What follows belongs to an exercise in optimizing a design on an open flow for small area, a short achievable clock period and few clock cycles per item; a production flow would make more cautious choices.
At most, simulation tests tie the RTL to the original design; equivalence was not proved.
No functional check of the RTL was part of runs 1, 4 and 5.
No activity file was given, so power comes from the tool's default toggle rates.

==> design.v <==
package stt_pkg;
    localparam logic [4:0] KIND_EOF    = 5'd0;
    localparam logic [4:0] KIND_IDENT  = 5'd1;
    localparam logic [4:0] KIND_FUNC   = 5'd2;
    localparam logic [4:0] KIND_RETURN = 5'd3;
    localparam logic [4:0] KIND_INT    = 5'd4;
    localparam logic [4:0] KIND_LPAREN = 5'd5;
    localparam logic [4:0] KIND_RPAREN = 5'd6;
    localparam logic [4:0] KIND_COLON  = 5'd7;
    localparam logic [4:0] KIND_COMMA  = 5'd8;
    localparam logic [4:0] KIND_LBRACE = 5'd9;
    localparam logic [4:0] KIND_RBRACE = 5'd10;
    localparam logic [4:0] KIND_PLUS   = 5'd11;
    localparam logic [4:0] KIND_MINUS  = 5'd12;
    localparam logic [4:0] KIND_STAR   = 5'd13;
    localparam logic [4:0] KIND_SLASH  = 5'd14;
    localparam logic [4:0] KIND_ARROW  = 5'd15;
    localparam logic [4:0] KIND_EQEQ   = 5'd16;
endpackage
module source_token_scanner (
    input  logic        aclk,
    input  logic        aresetn,
    input  logic        s_valid,
    output logic        s_ready,
    input  logic [7:0]  s_char_code,
    input  logic        s_end_of_input,
    output logic        m_valid,
    input  logic        m_ready,
    output logic [4:0]  m_token_kind,
    output logic [31:0] m_start_pos,
    output logic [5:0]  m_token_length,
    output logic [30:0] m_int_value,
    output logic        m_leading_space,
    output logic        m_last_result
);
    localparam int PW = 18;
    localparam logic [7:0] CH_NEWLINE = 8'h0A;
    localparam logic [7:0] CH_LPAREN  = 8'h28;
    localparam logic [7:0] CH_RPAREN  = 8'h29;
    localparam logic [7:0] CH_STAR    = 8'h2A;
    localparam logic [7:0] CH_PLUS    = 8'h2B;
    localparam logic [7:0] CH_COMMA   = 8'h2C;
    localparam logic [7:0] CH_MINUS   = 8'h2D;
    localparam logic [7:0] CH_DOT     = 8'h2E;
    localparam logic [7:0] CH_SLASH   = 8'h2F;
    localparam logic [7:0] CH_COLON   = 8'h3A;
    localparam logic [7:0] CH_EQUALS  = 8'h3D;
    localparam logic [7:0] CH_GT      = 8'h3E;
    localparam logic [7:0] CH_LBRACE  = 8'h7B;
    localparam logic [7:0] CH_RBRACE  = 8'h7D;
    localparam logic [3:0] KW_NONE   = 4'd0;
    localparam logic [3:0] KW_F      = 4'd1;    
    localparam logic [3:0] KW_FU     = 4'd2;    
    localparam logic [3:0] KW_FUN    = 4'd3;    
    localparam logic [3:0] KW_FUNC   = 4'd4;    
    localparam logic [3:0] KW_R      = 4'd5;    
    localparam logic [3:0] KW_RE     = 4'd6;    
    localparam logic [3:0] KW_RET    = 4'd7;    
    localparam logic [3:0] KW_RETU   = 4'd8;    
    localparam logic [3:0] KW_RETUR  = 4'd9;    
    localparam logic [3:0] KW_RETURN = 4'd10;   
    localparam logic [3:0] KW_SLASH  = 4'd11;   
    localparam logic [3:0] KW_MINUS  = 4'd12;   
    localparam logic [3:0] KW_EQ     = 4'd13;   
    localparam logic [4:0] CL_OTHER   = 5'd0;
    localparam logic [4:0] CL_SPACE   = 5'd1;    
    localparam logic [4:0] CL_NEWLINE = 5'd2;
    localparam logic [4:0] CL_DOT     = 5'd3;
    localparam logic [4:0] CL_DIGIT   = 5'd4;
    localparam logic [4:0] CL_LPAREN  = 5'd5;
    localparam logic [4:0] CL_RPAREN  = 5'd6;
    localparam logic [4:0] CL_COLON   = 5'd7;
    localparam logic [4:0] CL_COMMA   = 5'd8;
    localparam logic [4:0] CL_LBRACE  = 5'd9;
    localparam logic [4:0] CL_RBRACE  = 5'd10;
    localparam logic [4:0] CL_PLUS    = 5'd11;
    localparam logic [4:0] CL_MINUS   = 5'd12;
    localparam logic [4:0] CL_STAR    = 5'd13;
    localparam logic [4:0] CL_SLASH   = 5'd14;
    localparam logic [4:0] CL_GT      = 5'd15;
    localparam logic [4:0] CL_EQUALS  = 5'd16;
    localparam logic [4:0] CL_F       = 5'd17;
    localparam logic [4:0] CL_R       = 5'd18;
    localparam logic [4:0] CL_U       = 5'd19;
    localparam logic [4:0] CL_N       = 5'd20;
    localparam logic [4:0] CL_C       = 5'd21;
    localparam logic [4:0] CL_E       = 5'd22;
    localparam logic [4:0] CL_T       = 5'd23;
    function automatic logic [4:0] classify(input logic [7:0] ch);
        logic [4:0] cl;
        case (ch)
            8'h09, 8'h0B, 8'h0C, 8'h0D, 8'h20: cl = CL_SPACE;
            CH_NEWLINE: cl = CL_NEWLINE;
            CH_DOT:     cl = CL_DOT;
            8'h30, 8'h31, 8'h32, 8'h33, 8'h34,
            8'h35, 8'h36, 8'h37, 8'h38, 8'h39: cl = CL_DIGIT;
            CH_LPAREN:  cl = CL_LPAREN;
            CH_RPAREN:  cl = CL_RPAREN;
            CH_COLON:   cl = CL_COLON;
            CH_COMMA:   cl = CL_COMMA;
            CH_LBRACE:  cl = CL_LBRACE;
            CH_RBRACE:  cl = CL_RBRACE;
            CH_PLUS:    cl = CL_PLUS;
            CH_MINUS:   cl = CL_MINUS;
            CH_STAR:    cl = CL_STAR;
            CH_SLASH:   cl = CL_SLASH;
            CH_GT:      cl = CL_GT;
            CH_EQUALS:  cl = CL_EQUALS;
            8'h66:      cl = CL_F;
            8'h72:      cl = CL_R;
            8'h75:      cl = CL_U;
            8'h6E:      cl = CL_N;
            8'h63:      cl = CL_C;
            8'h65:      cl = CL_E;
            8'h74:      cl = CL_T;
            default:    cl = CL_OTHER;
        endcase
        classify = cl;
    endfunction
    logic        skv_q;
    logic [4:0]  skc_q;
    logic [3:0]  skn_q;
    logic        ske_q;
    logic        srdy_q;
    logic        h1v_q;
    logic [4:0]  h1c_q;
    logic [3:0]  h1n_q;
    logic        h1e_q;
    logic        h0v_q;
    logic [4:0]  h0_q;
    logic [3:0]  h0n_q;
    logic [PW-1:0] pos_q;
    logic        comment_q;
    logic        space_q;
    logic        in_word_q;
    logic        digits_q;
    logic [3:0]  kw_q;
    logic [PW-1:0] start_q;
    logic [5:0]  len_q;
    logic [30:0] acc_q;
    logic [4:0]  kind_q;
    logic        lead_q;
    logic        last_q;
    logic        pend_q;
    logic        eofp_q;
    logic        go_free_q;
    logic        go_ready_q;
    assign s_ready         = srdy_q;
    assign m_valid         = pend_q;
    assign m_token_kind    = kind_q;
    assign m_start_pos     = {{(32 - PW){1'b0}}, start_q};
    assign m_token_length  = len_q;
    assign m_int_value     = acc_q;
    assign m_leading_space = lead_q;
    assign m_last_result   = last_q;
    logic       take;
    logic [4:0] in_cl;
    logic [4:0] c;
    logic [4:0] la;
    logic       la_end;
    assign take   = s_valid && srdy_q;
    assign in_cl  = classify(s_char_code);
    assign c      = h0_q;
    assign la     = h1c_q;
    assign la_end = h1e_q;
    logic h0_space;
    logic starts_word;
    logic touch;
    logic go_free;    
    logic go_ready;   
    logic busy;
    logic go;
    logic scan;
    logic ld_word;
    logic ld_first;
    logic eof_load;
    logic h1_load;
    logic skv_n;
    assign h0_space    = c == CL_SPACE || c == CL_NEWLINE;
    assign starts_word = !comment_q && !in_word_q && !h0_space;
    assign touch       = !comment_q && (in_word_q || !h0_space);
    assign go_free     = go_free_q;
    assign go_ready    = go_ready_q;
    assign busy        = pend_q && !m_ready;
    assign go          = go_free || (go_ready && m_ready);
    assign scan        = go && h0v_q;
    assign ld_word     = scan && touch;
    assign ld_first    = scan && starts_word;
    assign eof_load    = eofp_q && !busy;
    assign h1_load     = !h1v_q || go;
    assign skv_n       = skv_q ? !go : (take && !h1_load);
    logic        c_digit;
    logic [3:0]  d;
    logic [5:0]  len_n;
    logic [3:0]  kw_n;
    logic        digits_n;
    logic        cmt_start;
    logic        la_gt;
    logic        la_slash;
    logic        ends;
    logic        found;
    logic [4:0]  kind;
    assign c_digit = c == CL_DIGIT;
    assign d       = h0n_q;
    assign len_n   = !in_word_q ? 6'd1 : (len_q == 6'd32) ? 6'd32 : len_q + 6'd1;
    always_comb begin
        kw_n = KW_NONE;
        if (!in_word_q) begin
            case (c)
                CL_F:      kw_n = KW_F;
                CL_R:      kw_n = KW_R;
                CL_SLASH:  kw_n = KW_SLASH;
                CL_MINUS:  kw_n = KW_MINUS;
                CL_EQUALS: kw_n = KW_EQ;
                default:   kw_n = KW_NONE;
            endcase
        end else begin
            case (kw_q)
                KW_F:     if (c == CL_U) kw_n = KW_FU;
                KW_FU:    if (c == CL_N) kw_n = KW_FUN;
                KW_FUN:   if (c == CL_C) kw_n = KW_FUNC;
                KW_R:     if (c == CL_E) kw_n = KW_RE;
                KW_RE:    if (c == CL_T) kw_n = KW_RET;
                KW_RET:   if (c == CL_U) kw_n = KW_RETU;
                KW_RETU:  if (c == CL_R) kw_n = KW_RETUR;
                KW_RETUR: if (c == CL_N) kw_n = KW_RETURN;
                default:  kw_n = KW_NONE;
            endcase
        end
    end
    assign digits_n = (!in_word_q || digits_q) && c_digit;
    localparam int AW = 28;
    logic          acc_keep;
    logic          acc_fresh;
    logic [1:0]    lo_sum;
    logic          lo_cout;
    logic          lo_cout_q;
    logic          ovf_q;
    logic [AW-1:0] ha;
    logic [AW-1:0] hb;
    logic [AW:0]   pg_g [6];
    logic [AW:0]   pg_p [6];
    logic [AW-1:0] hi_sum;
    logic [30:0]   prod;
    logic          ovf;
    assign acc_keep  = in_word_q && digits_q && c_digit;
    assign acc_fresh = !in_word_q && c_digit;
    assign lo_sum[0] = acc_q[0] ^ d[1];
    assign lo_sum[1] = acc_q[1] ^ d[2] ^ (acc_q[0] & d[1]);
    assign lo_cout   = lo_cout_q;
    assign ha        = acc_q[29:2];
    assign hb        = acc_q[27:0];
    assign pg_g[0]   = {ha & hb, lo_cout};
    assign pg_p[0]   = {ha ^ hb, 1'b0};
    for (genvar l = 0; l < 5; l++) begin : g_ks
        for (genvar j = 0; j <= AW; j++) begin : g_pos
            if (j >= (1 << l)) begin : g_join
                assign pg_g[l + 1][j] = pg_g[l][j] | (pg_p[l][j] & pg_g[l][j - (1 << l)]);
                assign pg_p[l + 1][j] = pg_p[l][j] & pg_p[l][j - (1 << l)];
            end else begin : g_pass
                assign pg_g[l + 1][j] = pg_g[l][j];
                assign pg_p[l + 1][j] = pg_p[l][j];
            end
        end
    end
    assign hi_sum    = pg_p[0][AW:1] ^ pg_g[5][AW-1:0];
    assign prod      = {hi_sum, lo_sum, d[0]};
    assign ovf       = ovf_q;
    assign cmt_start = in_word_q && kw_q == KW_SLASH && c == CL_SLASH;
    assign la_gt     = !la_end && la == CL_GT;
    assign la_slash  = !la_end && la == CL_SLASH;
    assign ends      = la_end || la == CL_SPACE || la == CL_NEWLINE ||
                       la == CL_COMMA || la == CL_DOT || la == CL_LPAREN ||
                       la == CL_RPAREN || la == CL_LBRACE || la == CL_RBRACE ||
                       la == CL_COLON || la == CL_MINUS;
    always_comb begin
        found = 1'b0;
        kind  = stt_pkg::KIND_IDENT;
        case (c)
            CL_LPAREN, CL_RPAREN, CL_COLON, CL_COMMA,
            CL_LBRACE, CL_RBRACE, CL_PLUS, CL_STAR: found = 1'b1;
            CL_MINUS:  found = !la_gt;
            CL_SLASH:  found = !la_slash;
            CL_GT:     found = in_word_q && kw_q == KW_MINUS;
            CL_EQUALS: found = in_word_q && kw_q == KW_EQ;
            default:   found = 1'b0;
        endcase
        if (found) begin
            kind = c;
        end
        if (!found && ends) begin
            found = 1'b1;
            if (kw_n == KW_FUNC) begin
                kind = stt_pkg::KIND_FUNC;
            end else if (kw_n == KW_RETURN) begin
                kind = stt_pkg::KIND_RETURN;
            end else if (digits_n) begin
                kind = stt_pkg::KIND_INT;
            end else begin
                kind = stt_pkg::KIND_IDENT;
            end
        end
        if (cmt_start) begin
            found = 1'b0;
        end
    end
    logic tok;   
    assign tok = ld_word && found;
    logic        acc_ld_keep;
    logic        acc_ld_sat;
    logic        acc_ld_fresh;
    logic        acc_hold;
    logic [30:0] acc_d;
    assign acc_ld_keep  = ld_word && acc_keep;
    assign acc_ld_sat   = acc_ld_keep && ovf;
    assign acc_ld_fresh = ld_word && acc_fresh;
    assign acc_hold     = !ld_word && !eof_load;
    assign acc_d        = {31{acc_ld_sat}} | ({31{acc_ld_keep}} & prod) |
                          ({31{acc_hold}} & acc_q) | ({31{acc_ld_fresh}} & 31'(d));
    always_ff @(posedge aclk) begin
        acc_q <= acc_d;
    end
    function automatic logic low_carry(input logic [1:0] a, input logic [3:0] dd);
        low_carry = dd[3] | (a[1] & dd[2]) | ((a[1] | dd[2]) & a[0] & dd[1]);
    endfunction
    logic [1:0] acc_n_lo;
    assign acc_n_lo = acc_keep ? {lo_sum[0], d[0]} : (acc_fresh ? d[1:0] : 2'd0);
    function automatic logic next_ovf(input logic [30:0] a, input logic [3:0] dc,
                                      input logic [3:0] dn);
        next_ovf = a >= 31'd21474837 ||
                   (a == 31'd21474836 && (dc >= 4'd5 || (dc == 4'd4 && dn >= 4'd8)));
    endfunction
    always_ff @(posedge aclk) begin
        if (go && !la_end) begin
            lo_cout_q <= ld_word ? low_carry(acc_n_lo, h1n_q) : low_carry(acc_q[1:0], h1n_q);
            ovf_q     <= ld_word && acc_keep && next_ovf(acc_q, d, h1n_q);
        end
    end
    always_ff @(posedge aclk) begin
        if (ld_first || eof_load) begin
            start_q <= pos_q;
        end
        if (eof_load) begin
            len_q   <= 6'd0;
            kind_q  <= stt_pkg::KIND_EOF;
            lead_q  <= 1'b0;
            last_q  <= 1'b1;
        end else if (ld_word) begin
            len_q   <= len_n;
            kind_q  <= kind;
            lead_q  <= space_q && digits_n;
            last_q  <= !la_end;
        end
        if (ld_word) begin
            kw_q     <= kw_n;
            digits_q <= digits_n;
        end
        if (go && !la_end) begin
            h0_q  <= la;
            h0n_q <= h1n_q;
        end
        if (h1_load) begin
            h1c_q <= skv_q ? skc_q : in_cl;
            h1n_q <= skv_q ? skn_q : s_char_code[3:0];
            h1e_q <= skv_q ? ske_q : s_end_of_input;
        end
        if (!skv_q) begin
            skc_q <= in_cl;
            skn_q <= s_char_code[3:0];
            ske_q <= s_end_of_input;
        end
    end
    logic       h1v_n;
    logic       h1e_n;
    logic       h0v_n;
    logic [4:0] h0_n;
    logic       pend_n;
    logic       eofp_n;
    logic       comment_n;
    logic       space_n;
    logic       in_word_n;
    logic       starts_word_n;
    logic       go_free_n;
    logic       go_ready_n;
    always_comb begin
        h1v_n     = h1_load ? (skv_q || take) : h1v_q;
        h1e_n     = h1_load ? (skv_q ? ske_q : s_end_of_input) : h1e_q;
        h0v_n     = h0v_q;
        h0_n      = h0_q;
        pend_n    = busy || tok || eof_load;
        eofp_n    = eofp_q && !eof_load;
        comment_n = comment_q;
        space_n   = space_q;
        in_word_n = in_word_q;
        if (scan) begin
            if (comment_q) begin
                if (c == CL_NEWLINE) begin
                    comment_n = 1'b0;
                    space_n   = 1'b0;
                end
            end else if (!in_word_q && h0_space) begin
                space_n = 1'b1;
            end else if (cmt_start) begin
                comment_n = 1'b1;
                in_word_n = 1'b0;
            end else if (found) begin
                space_n   = 1'b0;
                in_word_n = 1'b0;
            end else begin
                in_word_n = 1'b1;
            end
        end
        if (go) begin
            if (la_end) begin
                h0v_n     = 1'b0;
                comment_n = 1'b0;
                space_n   = 1'b0;
                in_word_n = 1'b0;
                eofp_n    = 1'b1;
            end else begin
                h0v_n = 1'b1;
                h0_n  = la;
            end
        end
        starts_word_n = !comment_n && !in_word_n && h0_n != CL_SPACE && h0_n != CL_NEWLINE;
        go_free_n  = h1v_n && (h1e_n ? (!eofp_n && !pend_n)
                                     : (!h0v_n || (!eofp_n && (!starts_word_n || !pend_n))));
        go_ready_n = h1v_n && !eofp_n && pend_n && (h1e_n || (h0v_n && starts_word_n));
    end
    always_ff @(posedge aclk) begin
        if (!aresetn) begin
            skv_q      <= 1'b0;
            srdy_q     <= 1'b1;
            h1v_q      <= 1'b0;
            h0v_q      <= 1'b0;
            pos_q      <= '0;
            comment_q  <= 1'b0;
            space_q    <= 1'b0;
            in_word_q  <= 1'b0;
            pend_q     <= 1'b0;
            eofp_q     <= 1'b0;
            go_free_q  <= 1'b0;
            go_ready_q <= 1'b0;
        end else begin
            skv_q      <= skv_n;
            srdy_q     <= !skv_n;
            h1v_q      <= h1v_n;
            h0v_q      <= h0v_n;
            comment_q  <= comment_n;
            space_q    <= space_n;
            in_word_q  <= in_word_n;
            pend_q     <= pend_n;
            eofp_q     <= eofp_n;
            go_free_q  <= go_free_n;
            go_ready_q <= go_ready_n;
            if (eof_load) begin
                pos_q <= '0;
            end else if (scan) begin
                pos_q <= pos_q + PW'(1);
            end
        end
    end
endmodule
==> flow/run.sh <==
#!/bin/bash
# The standard layout, with buf_2 cells as the port buffers in place of the
# default delay-buffer cells, and a clock tree of clkbuf_8 cells without
# dummy balancing loads. Every tool's output goes to a log file here.
set -euo pipefail
export BUFFER_PORTS_ARGS="-buffer_cell sky130_fd_sc_hd__buf_2"
export CTS_ARGS="-sink_clustering_enable -repair_clock_nets -dont_use_dummy_load -sink_clustering_size 30 -sink_clustering_max_diameter 100 -buf_list sky130_fd_sc_hd__clkbuf_8"
bash standard.sh > standard_flow.log 2>&1
==> standard.sh <==
#!/bin/bash
# synth_recipe.tcl (not shown) runs the flow's synth.tcl, then flattens the netlist and writes it again
# the make line also repeats each setting of config.mk as NAME=value (left out here)
make -C /OpenROAD-flow-scripts/flow DESIGN_CONFIG=/design/flow/config.mk WORK_HOME=/design/flow/orfs CLKGATE_MAP_FILE= SYNTH_SCRIPT=/design/flow/synth_recipe.tcl "${@:-finish}"
==> config.mk <==
export PLATFORM = sky130hd
export DESIGN_NAME = source_token_scanner
export DESIGN_NICKNAME = source_token_scanner
export VERILOG_FILES = /design/flow/design.v
export SDC_FILE = /design/flow/constraint.sdc
export NUM_CORES = 4
export LEC_CHECK = 0
export CAP_MARGIN = 20
export CORE_MARGIN = 2
export CORE_UTILIZATION = 45
export PLACE_DENSITY = 0.65
export SETUP_SLACK_MARGIN = 2.8
export SLEW_MARGIN = 20
==> constraint.sdc <==
create_clock -name core_clock -period 5.5 [get_ports {aclk}]
set_input_delay 1.1000 -clock core_clock [delete_from_list [all_inputs] [get_ports {aclk}]]
set_output_delay 1.1000 -clock core_clock [all_outputs]
set_load 0.01 [all_outputs]
==> results of run 1 <==
-- power breakdown --
| group | internal (mW) | switching [mW] | leakage (nW) |
|---|---|---|---|
| Clock | 0.272 | 0.307 | 0.122 |
| Combinational | 0.110 | 0.160 | 2.39 |
| Sequential | 1.04 | 0.0547 | 1.09 |
| Total | 1.42 | 0.522 | 3.61 |
-- layout by cell type (no fill, tap or decap), drive strengths merged, types with 13 or more instances in the layout --
| master | n |
|---|---|
| a21o | 13 |
| a21oi | 52 |
| and3 | 15 |
| buf | 111 |
| clkbuf | 17 |
| conb | 14 |
| dfxtp | 84 |
| edfxtp | 43 |
| ha | 37 |
| inv | 22 |
| nand2 | 110 |
| nand2b | 15 |
| nand3 | 23 |
| nand4 | 13 |
| nor2 | 60 |
| nor2b | 17 |
| o21ai | 68 |
| xnor2 | 17 |
| xor2 | 26 |
-- layout make-up --
type / instances / area share (%)
Clock buffer: 17 / 2.816
Inverter: 22 / 0.9940
Multi-Input combinational cell: 626 / 49.11
Sequential cell: 127 / 35.99
Tap cell: 216 / 3.253
Timing Repair Buffer: 111 / 7.831
-- per-layer routing --
metal	part of all wire, %	vias up	GRT usage [%]
met3	5.3	18	4.838
met2	47	177	33.02
met1	46	2887	26.86
met5	0	-	0
li1	-	3101	-
met4	1.3	0	5.503
-- cells in the mapped netlist (all sizes together) (4+ instances only) --
library cell | number | share of area, %
buf | 25 | 2.4
xnor2 | 17 | 2.1
o21ai | 68 | 4.7
nor3 | 11 | 0.84
a31oi | 10 | 0.87
ha | 37 | 6.5
mux2i | 5 | 0.70
inv | 22 | 1.2
o22ai | 6 | 0.61
and2 | 8 | 0.73
and3 | 15 | 1.3
a211oi | 11 | 1.2
dfxtp | 84 | 23
mux2 | 4 | 0.63
nor2 | 60 | 3.1
a21boi | 6 | 0.63
a221o | 5 | 0.70
o211ai | 6 | 0.63
xor2 | 26 | 3.2
edfxtp | 43 | 18
nand2b | 15 | 1.3
or3 | 7 | 0.61
a21oi | 52 | 3.6
nand2 | 110 | 5.8
nor4 | 4 | 0.35
nand3 | 23 | 1.6
nor2b | 17 | 1.5
nand4 | 13 | 1.1
a21o | 13 | 1.4
or4 | 5 | 0.52
clkbuf | 24 | 1.3
o21bai | 5 | 0.52
-- registers in the layout, summed over array words and instances, names as in the netlist, 4 cells and up --
name	flops
acc_q	31
h0_q	5
h0n_q	4
h1c_q	5
h1n_q	4
kind_q	5
kw_q	4
len_q	6
pos_q	18
skc_q	5
skn_q	4
start_q	18
-- kinds of logic (layout without fill, tap and decap cells) --
kind of cell | count (synthesis) | count (layout)
AO/OA/AOI/OAI | 215 | 215
XOR/XNOR | 43 | 43
adder cells (fa/ha/maj) | 40 | 40
buffers and inverters | 71 | 150
flip-flops | 127 | 127
multiplexers | 9 | 9
other | 1 | 14
AND/OR/NAND/NOR | 305 | 305
-- worst min-delay path by stage --
| stage | end | slack [ns] | startpoint | cells past startpoint |
|---|---|---|---|---|
| floorplan | h0n_q[0]$_DFFE_PP_ | 0.40 | h1n_q[0]$_DFFE_PN_ | 0 |
| global placement | h0n_q[0]$_DFFE_PP_ | 0.41 | h1n_q[0]$_DFFE_PN_ | 0 |
| detailed placement | h0n_q[0]$_DFFE_PP_ | 0.42 | h1n_q[0]$_DFFE_PN_ | 0 |
| CTS | h0n_q[0]$_DFFE_PP_ | 0.43 | h1n_q[0]$_DFFE_PN_ | 0 |
| global route | h0n_q[0]$_DFFE_PP_ | 0.46 | h1n_q[0]$_DFFE_PN_ | 0 |
| finish | h0n_q[0]$_DFFE_PP_ | 0.44 | h1n_q[0]$_DFFE_PN_ | 0 |
-- through the flow --
stage	util (%)	cells	area, sq um
detailed placement	48.75	1071	7660
floorplan	-	824	7234
CTS	51.37	1100	8071
finish	52.87	1119	8308
global route	52.87	1119	8308
global placement	48.75	1071	7660
-- repair_timing --
item,4_1_cts,5_1_grt
pin swaps,9,9
hold buffers,0,0
gates resized for setup,23,33
setup buffers,12,19
endpoints found under the setup margin,58,37
==> results.json, run 1 <==
{
  "status": "complete, no violations",
  "synthAdderAreaFrac_pct": 7.017,
  "initial_utilization_pct": 45.62,
  "synth_cell_types": 76,
  "vias": 6183,
  "clock_latency_ns": 0.42,
  "ys_ff_latch": 127,
  "post-route-period-util_pct": 49.79,
  "grt_usage_pct": 20.19,
  "synth-compound-area-share_pct": 19.13,
  "holdWs_ns": 0.4384,
  "routabilityCongestion": 0.8859,
  "grt.overflow.total": 0,
  "coreArea_sq_um": 15710,
  "finalClockSkew_ns": 0.01858,
  "cp_max_fo": 3,
  "end_kind": "flop",
  "rsz0062_at_grt": "yes",
  "hold_viol_final": 0,
  "crit_path_frequent_cell": "o211ai_1",
  "wire_per_inst_um": 15.13,
  "crit_path_cell_trace": "fa_2 > a21o_1 > a221oi_4 > o211ai_1 > and3_4 > o211ai_1 > buf_4 > nand3_2 > o21ai_2 > xnor2_1 > a221o_1",
  "grt_max_degree": 27,
  "seqCellArea_sq_um": 2990,
  "hpwl_um": 11710,
  "powerDensity_nw_per_um2": 234.0,
  "crit_arrival_ns": 3.04,
  "dr.pass1.iters": 5,
  "critical_path_class": "reg2reg",
  "multi_input_area_sq_um": 4080,
  "portBuffers": 76,
  "path_depth": 11,
  "critPathLaunchType": "flop",
  "crit_start": "lo_cout_q$_DFFE_PP_",
  "setup_ws_ns": 2.762,
  "syn-instance-count": 811,
  "cpPeakStageDelay_ns": 0.41,
  "slew_headroom_pct": 44.15,
  "cpMaxStageDelayCell": "edfxtp_1",
  "synth_top_family_by_area": "simple AND/OR/NAND/NOR gates",
  "layout-drive-gt1-share_pct": 20.82,
  "die_h_um": 130.2,
  "worstMarginPinSlew_ns": 0.8361,
  "rrSetupSlack_ns": 2.76,
  "synth_xor_area_share_pct": 5.254,
  "cts_tree": "yes",
  "syn_avg_cell_area_sq_um": 8.839,
  "antenna_found_initial": 0,
  "ios": 91,
  "areaGrowthSynthToFinish_pct": 15.90,
  "maxCapViolCount": 0,
  "vdd_drop_max_v": 0.0001434,
  "synth-simple-area-share_pct": 20.93,
  "synth_area_sq_um": 7168,
  "setup_viol": 0,
  "final_nets": 956,
  "htreeDepth": 4,
  "p_total_mw": 1.944,
  "crit_required_ns": 5.80,
  "finalWirelength_um": 16930,
  "r2r_end": "acc_q[28]$_DFF_P_",
  "slew_viol_final": 0,
  "grt_pass1_vias": 5663,
  "rr_worst_depth": 11,
  "drc": 0,
  "critPathTopFamily": "compound AO/OA/AOI/OAI gates",
  "cts_buffers": 17,
  "dieArea_sq_um": 16950,
  "drt_iter0_drc": 466,
  "clkTransAtPathRegs_ns": 0.07,
  "r2r_start": "lo_cout_q$_DFFE_PP_",
  "hp-class": "reg2reg",
  "fp-row-count": 46,
  "place_ws_ns": 1.773,
  "synth-edff-count": 43,
  "min_period_ns": 2.739,
  "antenna_cells": 0,
  "fill_cells": 1474,
  "root_buffer": "clkbuf_8",
  "crit_buf_inv": 1,
  "cts.path.max_buffers": 2,
  "fp.dieW_um": 130.2,
  "numClockSinks": 127,
  "yosys_warnings": 3,
  "synth_ff_type": "dfxtp_1",
  "finalSetupTns_ns": 0,
  "synthArstFlopShare_pct": 0,
  "crit_path_end": "acc_q[28]$_DFF_P_",
  "p_leak_nw": 3.605,
  "viasPerCell": 5.525,
  "muxShareOfSynthArea_pct": 1.327,
  "yosysSeqAreaShare_pct": 41.47,
  "ant_nets": 0,
  "grt_pass1_wl_um": 27390,
  "max_freq_ghz": 0.3652
}
==> run 2: changes to the inputs <==
--- a/design.v
+++ b/design.v
@@ -236,4 +236,2 @@
     logic          lo_cout;
-    logic          lo_cout_q;
-    logic          ovf_q;
     logic [AW-1:0] ha;
@@ -249,3 +247,3 @@
     assign lo_sum[1] = acc_q[1] ^ d[2] ^ (acc_q[0] & d[1]);
-    assign lo_cout   = lo_cout_q;
+    assign lo_cout   = d[3] | (acc_q[1] & d[2]) | ((acc_q[1] | d[2]) & acc_q[0] & d[1]);
     assign ha        = acc_q[29:2];
@@ -267,3 +265,3 @@
     assign prod      = {hi_sum, lo_sum, d[0]};
-    assign ovf       = ovf_q;
+    assign ovf       = acc_q > 31'd214748364 || (acc_q == 31'd214748364 && d >= 4'd8);
     assign cmt_start = in_word_q && kw_q == KW_SLASH && c == CL_SLASH;
@@ -322,18 +320,2 @@
     end
-    function automatic logic low_carry(input logic [1:0] a, input logic [3:0] dd);
-        low_carry = dd[3] | (a[1] & dd[2]) | ((a[1] | dd[2]) & a[0] & dd[1]);
-    endfunction
-    logic [1:0] acc_n_lo;
-    assign acc_n_lo = acc_keep ? {lo_sum[0], d[0]} : (acc_fresh ? d[1:0] : 2'd0);
-    function automatic logic next_ovf(input logic [30:0] a, input logic [3:0] dc,
-                                      input logic [3:0] dn);
-        next_ovf = a >= 31'd21474837 ||
-                   (a == 31'd21474836 && (dc >= 4'd5 || (dc == 4'd4 && dn >= 4'd8)));
-    endfunction
-    always_ff @(posedge aclk) begin
-        if (go && !la_end) begin
-            lo_cout_q <= ld_word ? low_carry(acc_n_lo, h1n_q) : low_carry(acc_q[1:0], h1n_q);
-            ovf_q     <= ld_word && acc_keep && next_ovf(acc_q, d, h1n_q);
-        end
-    end
     always_ff @(posedge aclk) begin
==> flow/run.sh (replaced) <==
#!/bin/bash
# The standard layout, with buf_1 cells as the port buffers in place of the
# default delay-buffer cells, and a clock tree of clkbuf_8 cells without dummy
# balancing loads. Every tool's output goes to a log file here.
set -euo pipefail
export BUFFER_PORTS_ARGS="-buffer_cell sky130_fd_sc_hd__buf_1"
export CTS_ARGS="-sink_clustering_enable -repair_clock_nets -dont_use_dummy_load -sink_clustering_size 30 -sink_clustering_max_diameter 100 -buf_list {sky130_fd_sc_hd__clkbuf_8}"
bash standard.sh > standard_flow.log 2>&1
--- a/config.mk
+++ b/config.mk
@@ -11,3 +11,3 @@
 export PLACE_DENSITY = 0.65
-export SETUP_SLACK_MARGIN = 2.8
+export SETUP_SLACK_MARGIN = 2.5
 export SLEW_MARGIN = 20
==> run 2 against run 1 <==
Still clean on timing, DRC and antenna. Core utilization is 2.7 points lower. Via count decreased by 4.8%. Sequential share of layout area increased by 0.99 points. Non-clock buffer count down 25. Synthesized cell count down 2.6%. Power decreased by 3.5%. Critical path depth up 2. Routed wire length fell by 7.4%. Global-route usage down 1.5 points. Cell area decreased by 5.2%. Combinational power fell by 12%.
==> results.json, run 2 <==
{
  "viasPerCell": 5.451,
  "finalClockSkew_ns": 0.01514,
  "portBuffers": 76,
  "worstMarginPinSlew_ns": 0.9670,
  "vias": 5887,
  "fp.dieW_um": 130.0,
  "place_ws_ns": 2.018,
  "antenna_found_initial": 0,
  "ant_nets": 0,
  "post-route-period-util_pct": 52.68,
  "dieArea_sq_um": 16910,
  "ios": 91,
  "grt_max_degree": 32,
  "rr_worst_depth": 13,
  "r2r_start": "h0n_q[2]$_DFFE_PP_",
  "status": "complete, no violations",
  "r2r_end": "acc_q[22]$_DFF_P_",
  "drt_iter0_drc": 305,
  "power_frac_comb_pct": 12.6,
  "p_sw_mw": 0.4958,
  "areaGrowthSynthToFinish_pct": 10.20,
  "cts_buffers": 17,
  "cpMaxStageDelayCell": "edfxtp_1",
  "grt_usage_pct": 18.69,
  "hold_viol_final": 0,
  "regMostFlops": "acc_q",
  "routabilityCongestion": 0.8711,
  "dr.pass1.iters": 7,
  "cp_max_fo": 4,
  "slew_headroom_pct": 35.53,
  "grt_pass1_wl_um": 25520,
  "synth_area_sq_um": 7149,
  "setup_viol": 0,
  "hp-start": "h1n_q[1]$_DFFE_PN_",
  "fp-row-count": 46,
  "synth-edff-count": 41,
  "syn-instance-count": 790,
  "drc": 0,
  "sw_frac_of_total_pct": 26.43,
  "finalWirelength_um": 15690,
  "synth_ff_type": "dfxtp_1",
  "clkPwrFrac_pct": 30.2,
  "top_layer_used": "met4",
  "seq_power_share_pct": 57.1,
  "largest_reg_flops": 31,
  "maxCapViolCount": 0,
  "cpPeakStageDelay_ns": 0.41,
  "vdd_drop_max_v": 0.0002230,
  "root_buffer": "clkbuf_8",
  "powerDensity_nw_per_um2": 238.1,
  "max_freq_ghz": 0.3452,
  "end_kind": "flop",
  "yosysTopAreaCell": "dfxtp_1",
  "crit_path_cell_trace": "inv_1 > ha_1 > and3b_2 > nor3_4 > fa_2 > nor2b_1 > o31a_1 > o21ai_4 > a21oi_4 > a221o_1 > a21oi_1 > xor2_1 > o21ai_1",
  "p_leak_nw": 2.985,
  "wl_met2_um": 7454,
  "crit_buf_inv": 1,
  "holdWs_ns": 0.4191,
  "crit_required_ns": 5.78,
  "reg_top3": "acc_q (31), pos_q (18), start_q (18)",
  "yosysTopAreaCellShare_pct": 23.52,
  "critPathLaunchType": "flop",
  "clock_latency_ns": 0.43,
  "finalSetupTns_ns": 0,
  "cts_tree": "yes",
  "syn_avg_cell_area_sq_um": 9.050,
  "setup_ws_ns": 2.603,
  "synthArstFlopShare_pct": 0,
  "cts-hold-fix-buffers": 0,
  "coreArea_sq_um": 15710,
  "drt-met1-wl_um": 7583,
  "p_int_mw": 1.380,
  "rrSetupSlack_ns": 2.60,
  "hold_end": "h0n_q[1]$_DFFE_PP_",
  "critical_path_class": "reg2reg",
  "die_h_um": 130.0,
  "antenna_cells": 0,
  "final_cell_mix": "dfxtp_1, buf_1, a21oi_1",
  "crit_arrival_ns": 3.18,
  "post-synth-top-count-cell": "dfxtp_1",
  "clkTransAtPathRegs_ns": 0.06,
  "yosys_warnings": 3,
  "p_total_mw": 1.876,
  "htreeDepth": 4,
  "layout-drive-gt1-share_pct": 6.944,
  "slew_viol_final": 0,
  "hp-class": "reg2reg",
  "synth_area_leaders": "dfxtp_1, edfxtp_1, ha_1",
  "synth_common_cells": "dfxtp_1, a21oi_1, nand2_1, o21ai_0, nor2_1",
  "wire_per_inst_um": 14.52,
  "final_common_cell": "dfxtp_1",
  "final_nets": 919,
  "numClockSinks": 125,
  "hpwl_um": 11310,
  "cts.path.max_buffers": 2,
  "ys_ff_latch": 125,
  "yosysSeqAreaShare_pct": 40.74,
  "rsz0062_at_grt": "yes",
  "hold_depth": 0,
  "min_period_ns": 2.897,
  "grt.overflow.total": 0,
  "grt_pass1_vias": 5402,
  "path_depth": 13,
  "synth_cell_types": 85,
  "wl_met3_um": 497,
  "crit_start": "h0n_q[2]$_DFFE_PP_",
  "initial_utilization_pct": 45.50,
  "critPathTopFamily": "compound AO/OA/AOI/OAI gates"
}
run 2: cell types whose count changed after synthesis, sizes merged, moves of 7 or more:
cell / delta
a211oi: -7
and3: -9
clkbuf: -8
a21oi: +26
o21ai: +9
nand2: -45
inv: +8
run 2: final cells by class:
type,instances,area [sq um]
multi-input cells,606,3980
flip-flops and latches,125,2914
fillers,1537,7834
well taps,216,270.3
repair buffers,86,367.9
inverters,30,112.6
clock buffers,17,234.0
run 2: power by group through the flow:
| stage | Combinational (mW) | Clock, mW | Sequential (mW) |
|---|---|---|---|
| finish | 0.237 | 0.567 | 1.07 |
| global route | 0.266 | 0.619 | 1.08 |
| CTS | 0.237 | 0.586 | 1.07 |
| detailed placement | 0.236 | 0 | 1.09 |
| global placement | 0.234 | 0 | 1.09 |
| floorplan | 0.173 | 0 | 1.09 |
run 2: cells by family (layout without fill, tap and decap cells):
logic type	count (synthesis)	count (layout)	synth area share [%]
flops	125	125	40.74
simple gates	252	252	17.96
compound gates	244	244	21.95
buf+inv	72	133	5.023
mux	12	12	1.768
other cells	1	14	0.05245
fa+ha+maj	41	41	7.245
xor+xnor	43	43	5.268
run 2: how the worst max path moves through the flow:
stage | to
detailed placement | acc_q[29]$_DFF_P_
CTS | acc_q[26]$_DFF_P_
floorplan | acc_q[26]$_DFF_P_
finish | acc_q[22]$_DFF_P_
global placement | acc_q[29]$_DFF_P_
global route | acc_q[22]$_DFF_P_
run 2: stage by stage:
step	cell area (sq um)	cells	utilization, %
after CTS	7795	1074	49.61
final	7879	1080	50.14
after floorplan	7202	803	-
after global placement	7528	1055	47.91
after detailed placement	7543	1056	48.01
after global routing	7879	1080	50.14
run 2: timing repair:
item	4_1_cts	5_1_grt
setup buffers	1	6
hold endpoints to repair	0	0
pin swaps	1	5
endpoints found under the setup margin	8	11
resized for setup	4	9
run 2: metal layers:
metal,GRT usage [%],vias to the layer above
met4,5.313,0
met1,24.97,2753
met3,4.797,15
li1,-,3025
met2,30.09,94
met5,0,-
Testbench counts of run 2, summed over its fixed seeds: cycles 32,736, items 32,325.
==> run 3: changes to the inputs <==
==> flow/run.sh (replaced) <==
#!/bin/bash
# The standard layout, with buf_1 cells as the port buffers in place of the
# default delay-buffer cells, and a clock tree of clkbuf_4 and clkbuf_8 cells without dummy
# balancing loads. Every tool's output goes to a log file here.
set -euo pipefail
export BUFFER_PORTS_ARGS="-buffer_cell sky130_fd_sc_hd__buf_1"
export CTS_ARGS="-sink_clustering_enable -repair_clock_nets -dont_use_dummy_load -sink_clustering_size 30 -sink_clustering_max_diameter 100 -buf_list {sky130_fd_sc_hd__clkbuf_4 sky130_fd_sc_hd__clkbuf_8}"
bash standard.sh > standard_flow.log 2>&1
==> run 3 against run 2 <==
Sequential power barely moved. Power did not move. Worst setup slack did not move. Highest routed layer unchanged. Critical endpoint unchanged. Core utilization did not move. Die area did not move. Global-route usage did not move.
==> results.json, run 3 <==
{
  "setup_ws_ns": 2.603,
  "grt.overflow.total": 0,
  "areaGrowthSynthToFinish_pct": 10.20,
  "syn_avg_cell_area_sq_um": 9.050,
  "routabilityCongestion": 0.8711,
  "min_period_ns": 2.897,
  "synthAdderAreaFrac_pct": 7.245,
  "crit_arrival_ns": 3.18,
  "critPathLaunchType": "flop",
  "p_sw_mw": 0.4958,
  "synth_area_sq_um": 7149,
  "status": "complete, no violations",
  "critical_path_class": "reg2reg",
  "worstMarginPinSlew_ns": 0.9670,
  "seq_power_share_pct": 57.1,
  "fp-row-count": 46,
  "synth_common_cells": "dfxtp_1, a21oi_1, nand2_1, o21ai_0, nor2_1",
  "synth_cell_types": 85,
  "regMostFlops": "acc_q",
  "synth_xor_area_share_pct": 5.268,
  "slew_headroom_pct": 35.53,
  "grt_usage_pct": 18.69,
  "end_kind": "flop",
  "antenna_found_initial": 0,
  "crit_start": "h0n_q[2]$_DFFE_PP_",
  "ys_ff_latch": 125,
  "crit_required_ns": 5.78,
  "rsz0062_at_grt": "yes",
  "fp.dieW_um": 130.0,
  "slew_viol_final": 0,
  "hpwl_um": 11310,
  "hold_viol_final": 0,
  "drt_iter0_drc": 305,
  "coreArea_sq_um": 15710,
  "cts_tree": "yes",
  "dieArea_sq_um": 16910,
  "largest_reg_flops": 31,
  "synth_area_leaders": "dfxtp_1, edfxtp_1, ha_1",
  "p_leak_nw": 2.985,
  "clkPwrFrac_pct": 30.2,
  "layout-drive-gt1-share_pct": 6.944,
  "cp_max_fo": 4,
  "cts_buffers": 17,
  "viasPerCell": 5.451,
  "reg_top3": "acc_q (31), pos_q (18), start_q (18)",
  "post-route-period-util_pct": 52.68,
  "cts.path.max_buffers": 2,
  "ant_nets": 0,
  "fin_cells": 1080,
  "drc": 0,
  "clock_latency_ns": 0.43,
  "yosysTopAreaCell": "dfxtp_1",
  "vdd_drop_max_v": 0.0002230,
  "numClockSinks": 125,
  "finalSetupTns_ns": 0,
  "synth_top_family_by_area": "compound AO/OA/AOI/OAI gates",
  "yosysTopAreaCellShare_pct": 23.52,
  "r2r_end": "acc_q[22]$_DFF_P_",
  "muxShareOfSynthArea_pct": 1.768,
  "syn-instance-count": 790,
  "htreeDepth": 4,
  "synthArstFlopShare_pct": 0,
  "grt_pass1_vias": 5402,
  "p_int_mw": 1.380,
  "placedCellCount": 1056,
  "grt_pass1_wl_um": 25520,
  "antenna_cells": 0,
  "maxCapViolCount": 0,
  "wire_per_inst_um": 14.52,
  "synth-compound-area-share_pct": 21.95,
  "finalClockSkew_ns": 0.01514,
  "die_h_um": 130.0,
  "place_ws_ns": 2.018,
  "final_common_cell": "dfxtp_1",
  "grt_max_degree": 32,
  "clkTransAtPathRegs_ns": 0.06,
  "fin_area_sq_um": 7879,
  "root_buffer": "clkbuf_8",
  "sw_frac_of_total_pct": 26.43,
  "vias": 5887,
  "rr_worst_depth": 13,
  "finalWirelength_um": 15690,
  "powerDensity_nw_per_um2": 238.1,
  "p_total_mw": 1.876,
  "r2r_start": "h0n_q[2]$_DFFE_PP_",
  "post-synth-top-count-cell": "dfxtp_1",
  "synth-simple-area-share_pct": 17.96,
  "portBuffers": 76,
  "final_nets": 919,
  "initial_utilization_pct": 45.50,
  "dr.pass1.iters": 7,
  "hp-class": "reg2reg",
  "cts-hold-fix-buffers": 0,
  "setup_viol": 0,
  "placed_cell_area_sq_um": 7543,
  "synth-edff-count": 41,
  "crit_path_end": "acc_q[22]$_DFF_P_",
  "yosys_warnings": 3,
  "yosysSeqAreaShare_pct": 40.74,
  "ios": 91,
  "final_cell_mix": "dfxtp_1, buf_1, a21oi_1",
  "synth_ff_type": "dfxtp_1",
  "power_frac_comb_pct": 12.6,
  "max_freq_ghz": 0.3452,
  "rrSetupSlack_ns": 2.60
}
run 3: cell counts after synthesis:
Identical to the previous run, type by type.
run 3: cell type report:
cell class                      count  area [sq um]
Sequential cell                   125          2914
Inverter                           30         112.6
Timing Repair Buffer               86         367.9
Clock buffer                       17         234.0
Multi-Input combinational cell    606          3980
Tap cell                          216         270.3
Fill cell                        1537          7834
run 3: how the worst min path moves through the flow:
stage / to / startpoint / cells after the start
final: h0n_q[1]$_DFFE_PP_ / h1n_q[1]$_DFFE_PN_ / 0
after detailed placement: h0n_q[3]$_DFFE_PP_ / h1n_q[3]$_DFFE_PN_ / 0
after floorplan: h0n_q[0]$_DFFE_PP_ / h1n_q[0]$_DFFE_PN_ / 0
after global routing: h0n_q[0]$_DFFE_PP_ / h1n_q[0]$_DFFE_PN_ / 0
after global placement: h0n_q[3]$_DFFE_PP_ / h1n_q[3]$_DFFE_PN_ / 0
after CTS: h0n_q[1]$_DFFE_PP_ / h1n_q[1]$_DFFE_PN_ / 0
run 3: stage by stage:
step	hold slack (ns)	utilization (%)
after detailed placement	0.4065	48.01
final	0.4191	50.14
after CTS	0.4225	49.61
after floorplan	0.4003	-
after global placement	0.4030	47.91
after global routing	0.4314	50.14
run 3: layer usage:
layer / vias to the layer above / track usage, % / wire (um) / part of all wire, %
li1: 3025 / - / - / -
met1: 2753 / 24.97 / 7583 / 48
met2: 94 / 30.09 / 7454 / 48
met3: 15 / 4.797 / 497 / 3.2
met4: 0 / 5.313 / 150 / 0.96
met5: - / 0 / 0 / 0
run 3: timing repair:
action	4_1_cts	5_1_grt
pin swaps	1	5
buffers inserted	1	6
resized for setup	4	9
setup endpoints to repair	8	11
run 3: power by group through the flow:
stage	Combinational [mW]	Sequential [mW]	Clock [mW]
finish	0.237	1.07	0.567
global route	0.266	1.08	0.619
CTS	0.237	1.07	0.586
detailed placement	0.236	1.09	0
global placement	0.234	1.09	0
floorplan	0.173	1.09	0
run 3: logic make-up after synthesis:
kind of cell	after synthesis
XOR/XNOR	43
flip-flops	125
multiplexers	12
buffers and inverters	72
adder cells (fa/ha/maj)	41
other	1
AO/OA/AOI/OAI	244
AND/OR/NAND/NOR	252
run 3: worst max-delay path, stage by stage, from the launching register on:
cell and delay, ns:
edfxtp_1 0.41, inv_1 0.07, ha_1 0.12, and3b_2 0.22, nor3_4 0.19, fa_2 0.23, nor2b_1 0.06, o31a_1 0.35
o21ai_4 0.20, a21oi_4 0.09, a221o_1 0.36, a21oi_1 0.19, xor2_1 0.18, o21ai_1 0.07
==> run 4: changes to the inputs <==
--- a/design.v
+++ b/design.v
@@ -238,4 +238,2 @@
     logic [AW-1:0] hb;
-    logic [AW:0]   pg_g [6];
-    logic [AW:0]   pg_p [6];
     logic [AW-1:0] hi_sum;
@@ -250,16 +248,30 @@
     assign hb        = acc_q[27:0];
-    assign pg_g[0]   = {ha & hb, lo_cout};
-    assign pg_p[0]   = {ha ^ hb, 1'b0};
-    for (genvar l = 0; l < 5; l++) begin : g_ks
-        for (genvar j = 0; j <= AW; j++) begin : g_pos
-            if (j >= (1 << l)) begin : g_join
-                assign pg_g[l + 1][j] = pg_g[l][j] | (pg_p[l][j] & pg_g[l][j - (1 << l)]);
-                assign pg_p[l + 1][j] = pg_p[l][j] & pg_p[l][j - (1 << l)];
-            end else begin : g_pass
-                assign pg_g[l + 1][j] = pg_g[l][j];
-                assign pg_p[l + 1][j] = pg_p[l][j];
+    logic [AW:0] pg_g;
+    logic [AW:0] pg_p;
+    logic [AW:0] ng;
+    logic [AW:0] np;
+    always_comb begin
+        pg_g = {ha & hb, lo_cout};
+        pg_p = {ha ^ hb, 1'b0};
+        for (int j = 1; j <= AW; j += 2) begin
+            pg_g[j] = pg_g[j] | (pg_p[j] & pg_g[j - 1]);
+            pg_p[j] = pg_p[j] & pg_p[j - 1];
+        end
+        for (int l = 1; l < 5; l++) begin
+            ng = pg_g;
+            np = pg_p;
+            for (int j = 1; j <= AW; j += 2) begin
+                if (j >= (1 << l) + 1) begin
+                    ng[j] = pg_g[j] | (pg_p[j] & pg_g[j - (1 << l)]);
+                    np[j] = pg_p[j] & pg_p[j - (1 << l)];
+                end
             end
+            pg_g = ng;
+            pg_p = np;
+        end
+        for (int j = 2; j <= AW; j += 2) begin
+            pg_g[j] = pg_g[j] | (pg_p[j] & pg_g[j - 1]);
         end
     end
-    assign hi_sum    = pg_p[0][AW:1] ^ pg_g[5][AW-1:0];
+    assign hi_sum    = (ha ^ hb) ^ pg_g[AW-1:0];
     assign prod      = {hi_sum, lo_sum, d[0]};
==> flow/run.sh (replaced) <==
#!/bin/bash
# The standard layout, with buf_2 cells as the port buffers in place of the
# default delay-buffer cells. Every tool's output goes to a log file here.
set -euo pipefail
export BUFFER_PORTS_ARGS="-buffer_cell sky130_fd_sc_hd__buf_2"
bash standard.sh > standard_flow.log 2>&1
==> run 4 against run 3 <==
Cell area is 3.7% higher. Critical path depth is 3 higher. Clock skew is 0.0064 ns lower. Still clean. Combinational power is 14% higher. Die area is 4.6% lower. Maximum frequency is 9.3% lower. Largest cell class unchanged. Critical path type unchanged.
==> results.json, run 4 <==
{
  "status": "complete, no violations",
  "worstMarginPinSlew_ns": 1.026,
  "hpwl_um": 10850,
  "ant_nets": 0,
  "ys_ff_latch": 125,
  "p_total_mw": 2.405,
  "areaGrowthSynthToFinish_pct": 20.07,
  "synthArstFlopShare_pct": 0,
  "fill_cells": 1315,
  "yosysTopAreaCell": "dfxtp_1",
  "finalWirelength_um": 15460,
  "p_leak_nw": 3.547,
  "clkTransAtPathRegs_ns": 0.05,
  "grt.overflow.total": 0,
  "crit_buf_inv": 2,
  "final_common_cell": "dfxtp_1",
  "cts_tree": "yes",
  "root_buffer": "clkbuf_16",
  "yosysSeqAreaShare_pct": 42.79,
  "largest_reg_flops": 31,
  "numClockSinks": 125,
  "grt_pass1_wl_um": 25760,
  "fp.dieW_um": 127.0,
  "regMostFlops": "acc_q",
  "antenna_cells": 0,
  "crit_arrival_ns": 3.49,
  "synth_common_cells": "dfxtp_1, nand2_1, nor2_1, edfxtp_1",
  "cpPeakStageDelay_ns": 0.42,
  "grt_max_degree": 31,
  "reg_top3": "acc_q (31), pos_q (18), start_q (18)",
  "syn_avg_cell_area_sq_um": 9.795,
  "setup_viol": 0,
  "slew_viol_final": 0,
  "critPathTopFamily": "compound AO/OA/AOI/OAI gates",
  "antenna_found_initial": 0,
  "wire_per_inst_um": 15.80,
  "ios": 91,
  "layout-drive-gt1-share_pct": 22.29,
  "seqCellArea_sq_um": 2919,
  "final_nets": 846,
  "grt_usage_pct": 19.57,
  "synth-edff-count": 41,
  "drt_iter0_drc": 385,
  "viasPerCell": 5.694,
  "fp-row-count": 44,
  "multi_input_area_sq_um": 3834,
  "final_cell_mix": "dfxtp_1, buf_2, nand2_1",
  "yosysTopAreaCellShare_pct": 24.70,
  "end_kind": "flop",
  "powerDensity_nw_per_um2": 294.2,
  "hp-class": "reg2reg",
  "maxCapViolCount": 0,
  "crit_required_ns": 5.80,
  "drc": 0,
  "slew_headroom_pct": 31.63,
  "critical_path_class": "reg2reg",
  "min_period_ns": 3.194,
  "die_h_um": 127.0,
  "synth_area_leaders": "dfxtp_1, edfxtp_1, ha_1",
  "dieArea_sq_um": 16130,
  "coreArea_sq_um": 14640,
  "syn-instance-count": 695,
  "rsz0062_at_grt": "yes",
  "finalClockSkew_ns": 0.008760,
  "routabilityCongestion": 0.8931,
  "synth_cell_types": 76,
  "cpMaxStageDelayCell": "edfxtp_1",
  "synth_ff_type": "dfxtp_1",
  "cts.path.max_buffers": 2,
  "finalSetupTns_ns": 0,
  "cts_buffers": 17,
  "grt_pass1_vias": 5306,
  "max_freq_ghz": 0.3131,
  "cp_max_fo": 2,
  "post-route-period-util_pct": 58.07,
  "portBuffers": 76,
  "vdd_drop_max_v": 0.0003207,
  "critPathLaunchType": "flop",
  "clock_latency_ns": 0.41,
  "dr.pass1.iters": 5,
  "crit_path_cell_trace": "buf_6 > ha_4 > nor3_4 > fa_2 > nor2b_4 > o311ai_4 > buf_4 > nand3_2 > a21o_1 > nand3_2 > nand2_2 > a31oi_4 > o21ai_2 > fa_2 > xor2_1 > a221o_1",
  "hold_viol_final": 0,
  "post-synth-top-count-cell": "dfxtp_1",
  "synth_area_sq_um": 6808,
  "htreeDepth": 4,
  "yosys_warnings": 1,
  "initial_utilization_pct": 46.49,
  "vias": 5569
}
[run 4: cell type report]
type                            instances  share of cell area, %
Tap cell                              184                  2.816
Timing Repair Buffer                   94                  6.352
Multi-Input combinational cell        515                  46.90
Sequential cell                       125                  35.71
Clock buffer                           26                  6.230
Inverter                               28                  1.286
Clock inverter                          6                 0.7041
[run 4: worst paths after layout]
| path | start | endpoint | slack (ns) | cells past startpoint |
|---|---|---|---|---|
| setup / recovery | h0n_q[2]$_DFFE_PP_ | acc_q[21]$_DFF_P_ | 2.31 | 16 |
| hold / removal | h1n_q[0]$_DFFE_PN_ | h0n_q[0]$_DFFE_PP_ | 0.41 | 0 |
| setup reg to reg | h0n_q[2]$_DFFE_PP_ | acc_q[21]$_DFF_P_ | 2.31 | 16 |
| hold reg to reg | h1n_q[0]$_DFFE_PN_ | h0n_q[0]$_DFFE_PP_ | 0.41 | 0 |
[run 4: power breakdown]
group,internal [mW],leakage (nW),switching (mW)
combinational,0.102,2.17,0.167
sequential,1.03,1.09,0.0556
clock,0.679,0.285,0.373
total,1.81,3.55,0.595
[run 4: logic make-up after synthesis]
family	share of synthesized area (%)
flops	42.79
fa+ha+maj	11.25
buf+inv	4.723
other cells	0.05508
xor+xnor	4.246
mux	0.6432
simple gates	17.46
compound gates	18.84
[run 4: layer usage]
layer	GRT usage, %	vias up	routed length (um)
met5	0	-	0
met2	32.73	137	7585
met1	24.94	2670	6946
met4	6.464	0	229
li1	-	2743	-
met3	4.899	19	694
[run 4: repair_timing]
action                                  4_1_cts  5_1_grt
hold buffers                                  0        0
gates resized for setup                      22       18
endpoints found under the setup margin       31       41
buffers inserted                              9        7
pin swaps                                     7       18
cloned                                        1        0
[run 4: per-stage QoR]
stage	util [%]	worst slack, ns	std cells	area (sq um)	hold WS, ns
after floorplan	-	2.441	708	6874	0.4003
after global placement	49.82	1.964	929	7296	0.4035
after detailed placement	49.82	1.831	929	7296	0.4045
after CTS	54.96	2.324	971	8048	0.4137
after global routing	55.82	2.161	978	8174	0.4206
final	55.82	2.306	978	8174	0.4129
==> run 5: changes to the inputs <==
==> flow/run.sh (replaced) <==
#!/bin/bash
# The standard layout, with buf_2 cells as the port buffers in place of the
# default delay-buffer cells, and a clock tree of clkbuf_8 cells without
# dummy balancing loads. Every tool's output goes to a log file here.
set -euo pipefail
export BUFFER_PORTS_ARGS="-buffer_cell sky130_fd_sc_hd__buf_2"
export CTS_ARGS="-sink_clustering_enable -repair_clock_nets -dont_use_dummy_load -sink_clustering_size 30 -sink_clustering_max_diameter 100 -buf_list sky130_fd_sc_hd__clkbuf_8"
bash standard.sh > standard_flow.log 2>&1
==> run 5 against run 4 <==
Still clean on timing, DRC and antenna. Routed wire length down 0.43%. Combinational power barely moved. Non-clock buffer count up 3. Sequential share of layout area increased by 1.3 points. Area after synthesis did not move. Critical path type unchanged.
==> results.json, run 5 <==
{
  "layout-drive-gt1-share_pct": 21.74,
  "drc": 0,
  "root_buffer": "clkbuf_8",
  "cts.path.max_buffers": 2,
  "vdd_drop_max_v": 0.0002211,
  "die_h_um": 127.0,
  "wire_per_inst_um": 15.93,
  "grt_pass1_wl_um": 25210,
  "ys_ff_latch": 125,
  "fill_cells": 1348,
  "ant_nets": 0,
  "clkTransAtPathRegs_ns": 0.06,
  "yosysTopAreaCell": "dfxtp_1",
  "yosysTopAreaCellShare_pct": 24.70,
  "status": "complete, no violations",
  "worstMarginPinSlew_ns": 0.9930,
  "largest_reg_flops": 31,
  "final_common_cell": "dfxtp_1",
  "slew_headroom_pct": 33.80,
  "grt.overflow.total": 0,
  "fp-row-count": 44,
  "critical_path_class": "reg2reg",
  "dieArea_sq_um": 16130,
  "yosys_warnings": 1,
  "antenna_cells": 0,
  "numClockSinks": 125,
  "crit_arrival_ns": 3.48,
  "p_leak_nw": 3.406,
  "vias": 5560,
  "fp.dieW_um": 127.0,
  "hpwl_um": 10850,
  "regMostFlops": "acc_q",
  "clock_latency_ns": 0.43,
  "final_cell_mix": "dfxtp_1, buf_2, nand2_1",
  "synthArstFlopShare_pct": 0,
  "portBuffers": 76,
  "grt_usage_pct": 19.17,
  "synth_ff_type": "dfxtp_1",
  "syn-instance-count": 695,
  "dr.pass1.iters": 5,
  "max_freq_ghz": 0.3157,
  "cts_buffers": 17,
  "crit_required_ns": 5.81,
  "hold_viol_final": 0,
  "hp-class": "reg2reg",
  "cp_max_fo": 2,
  "htreeDepth": 4,
  "coreArea_sq_um": 14640,
  "finalClockSkew_ns": 0.02306,
  "critPathLaunchType": "flop",
  "min_period_ns": 3.167,
  "powerDensity_nw_per_um2": 242.2,
  "grt_max_degree": 32,
  "viasPerCell": 5.756,
  "maxCapViolCount": 0,
  "syn_avg_cell_area_sq_um": 9.795,
  "yosysSeqAreaShare_pct": 42.79,
  "synth_area_leaders": "dfxtp_1, edfxtp_1, ha_1",
  "drt_iter0_drc": 363,
  "post-route-period-util_pct": 57.59,
  "finalSetupTns_ns": 0,
  "synth_area_sq_um": 6808,
  "ios": 91,
  "synth_cell_types": 76,
  "antenna_found_initial": 0,
  "setup_viol": 0,
  "post-route-util_pct": 53.83,
  "synth_common_cells": "dfxtp_1, nand2_1, nor2_1, edfxtp_1",
  "areaGrowthSynthToFinish_pct": 15.79,
  "initial_utilization_pct": 46.49,
  "end_kind": "flop",
  "slew_viol_final": 0,
  "reg_top3": "acc_q (31), pos_q (18), start_q (18)",
  "synth-edff-count": 41,
  "rsz0062_at_grt": "yes",
  "cts_tree": "yes",
  "routabilityCongestion": 0.8931,
  "post-synth-top-count-cell": "dfxtp_1",
  "final_nets": 849,
  "grt_pass1_vias": 5247,
  "finalWirelength_um": 15390
}
-- run 5: cell counts after synthesis --
No cell type changed its count.
-- run 5: stage by stage --
| step | total power [mW] | cell area, sq um | setup slack, ns | cells | hold slack, ns |
|---|---|---|---|---|---|
| after floorplan | 1.275 | 6874 | 2.441 | 708 | 0.4003 |
| after global placement | 1.352 | 7296 | 1.964 | 929 | 0.4035 |
| after detailed placement | 1.360 | 7296 | 1.831 | 929 | 0.4045 |
| after CTS | 1.919 | 7692 | 2.329 | 955 | 0.4003 |
| after global routing | 2.005 | 7883 | 2.203 | 966 | 0.4070 |
| final | 1.909 | 7883 | 2.333 | 966 | 0.4028 |
-- run 5: path summary, 6_finish.rpt --
kind,start,end,slack (ns),depth (start not counted)
setup reg to reg,h0n_q[2]$_DFFE_PP_,acc_q[27]$_DFF_P_,2.33,16
hold / removal,h1n_q[0]$_DFFE_PN_,h0n_q[0]$_DFFE_PP_,0.40,0
hold reg to reg,h1n_q[0]$_DFFE_PN_,h0n_q[0]$_DFFE_PP_,0.40,0
setup / recovery,h0n_q[2]$_DFFE_PP_,acc_q[27]$_DFF_P_,2.33,16
-- run 5: worst max-delay path, cell delays in order (launching register included) --
cell	delay, ns
edfxtp_1	0.41
inv_2	0.11
ha_4	0.15
nor2_4	0.04
nor3_4	0.18
fa_2	0.26
nor2b_4	0.05
o311ai_4	0.27
a21oi_2	0.10
nor2_2	0.16
a311oi_2	0.12
a21o_1	0.20
a21oi_2	0.16
inv_1	0.08
fa_2	0.33
xor2_1	0.16
a221o_1	0.28
-- run 5: power breakdown --
part / internal, mW / leakage (nW) / switching (mW)
Combinational: 0.102 / 2.19 / 0.166
Sequential: 1.03 / 1.09 / 0.0551
Clock: 0.270 / 0.122 / 0.287
-- run 5: layout make-up --
type,count,area (sq um),area share [%]
inverters,28,105.1,1.333
well taps,184,230.2,2.921
multi-input cells,515,3827,48.56
flip-flops and latches,125,2918,37.02
clock buffers,17,234.0,2.968
repair buffers,97,568.0,7.206
-- run 5: kinds of logic (layout without fill, tap and decap cells) --
kind of cell               after synthesis  after routing  synth area share [%]
other                                    1             14               0.05508
and+or+nand+nor                        231            231                 17.46
xor gates and xnor gates                33             33                 4.246
AOI/OAI and AO/OA                      179            180                 18.84
buffers and inverters                   69            142                 4.723
DFF                                    125            125                 42.79
adders and majority gates               53             53                 11.25
muxes                                    4              4                0.6432
-- run 5: what timing repair did --
| item | in CTS | in global routing |
|---|---|---|
| gates resized for setup | 21 | 26 |
| pin swaps | 10 | 21 |
| gates cloned | 0 | 1 |
| hold buffers | 0 | 0 |
| setup endpoints to repair | 31 | 34 |
| setup buffers | 9 | 10 |
-- run 5: metal layers --
metal | global-route usage, % | up-vias | routed length (um) | share of wire [%]
met5 | 0 | - | 0 | 0
met3 | 4.941 | 23 | 738 | 4.8
li1 | - | 2724 | - | -
met2 | 32.01 | 142 | 7491 | 49
met1 | 24.31 | 2671 | 6942 | 45
met4 | 6.593 | 0 | 216 | 1.4

[afterwards: timing with drivers on the ports]
In the flow no input, the clock included, has a driving cell. The finished layouts below were timed again as built, in two steps. Step 1: set_driving_cell puts a clkbuf_16 on aclk and a buf_2 on each other input, an assumption about the parent block. Step 2, shift: input delay + t, output delay - t, t = (earliest + latest rising clock arrival at the registers) / 2. This alone moves slack from input paths to output paths. Slacks: ideal / step 1 / step 2; pairs: ideal / step 1.
| run | t, ns | setup WS [ns] | cell pins on the clock port's net |
|---|---|---|---|
| run 1 | 0.448 | 2.762 / 2.762 / 2.490 | 1 |
| run 2 | 0.459 | 2.603 / 2.603 / 2.223 | 1 |
| run 3 | 0.459 | 2.603 / 2.603 / 2.223 | 1 |
| run 4 | 0.453 | 2.306 / 2.306 / 2.306 | 1 |
| run 5 | 0.457 | 2.333 / 2.333 / 2.321 | 1 |
After both steps every run listed still meets setup and hold.
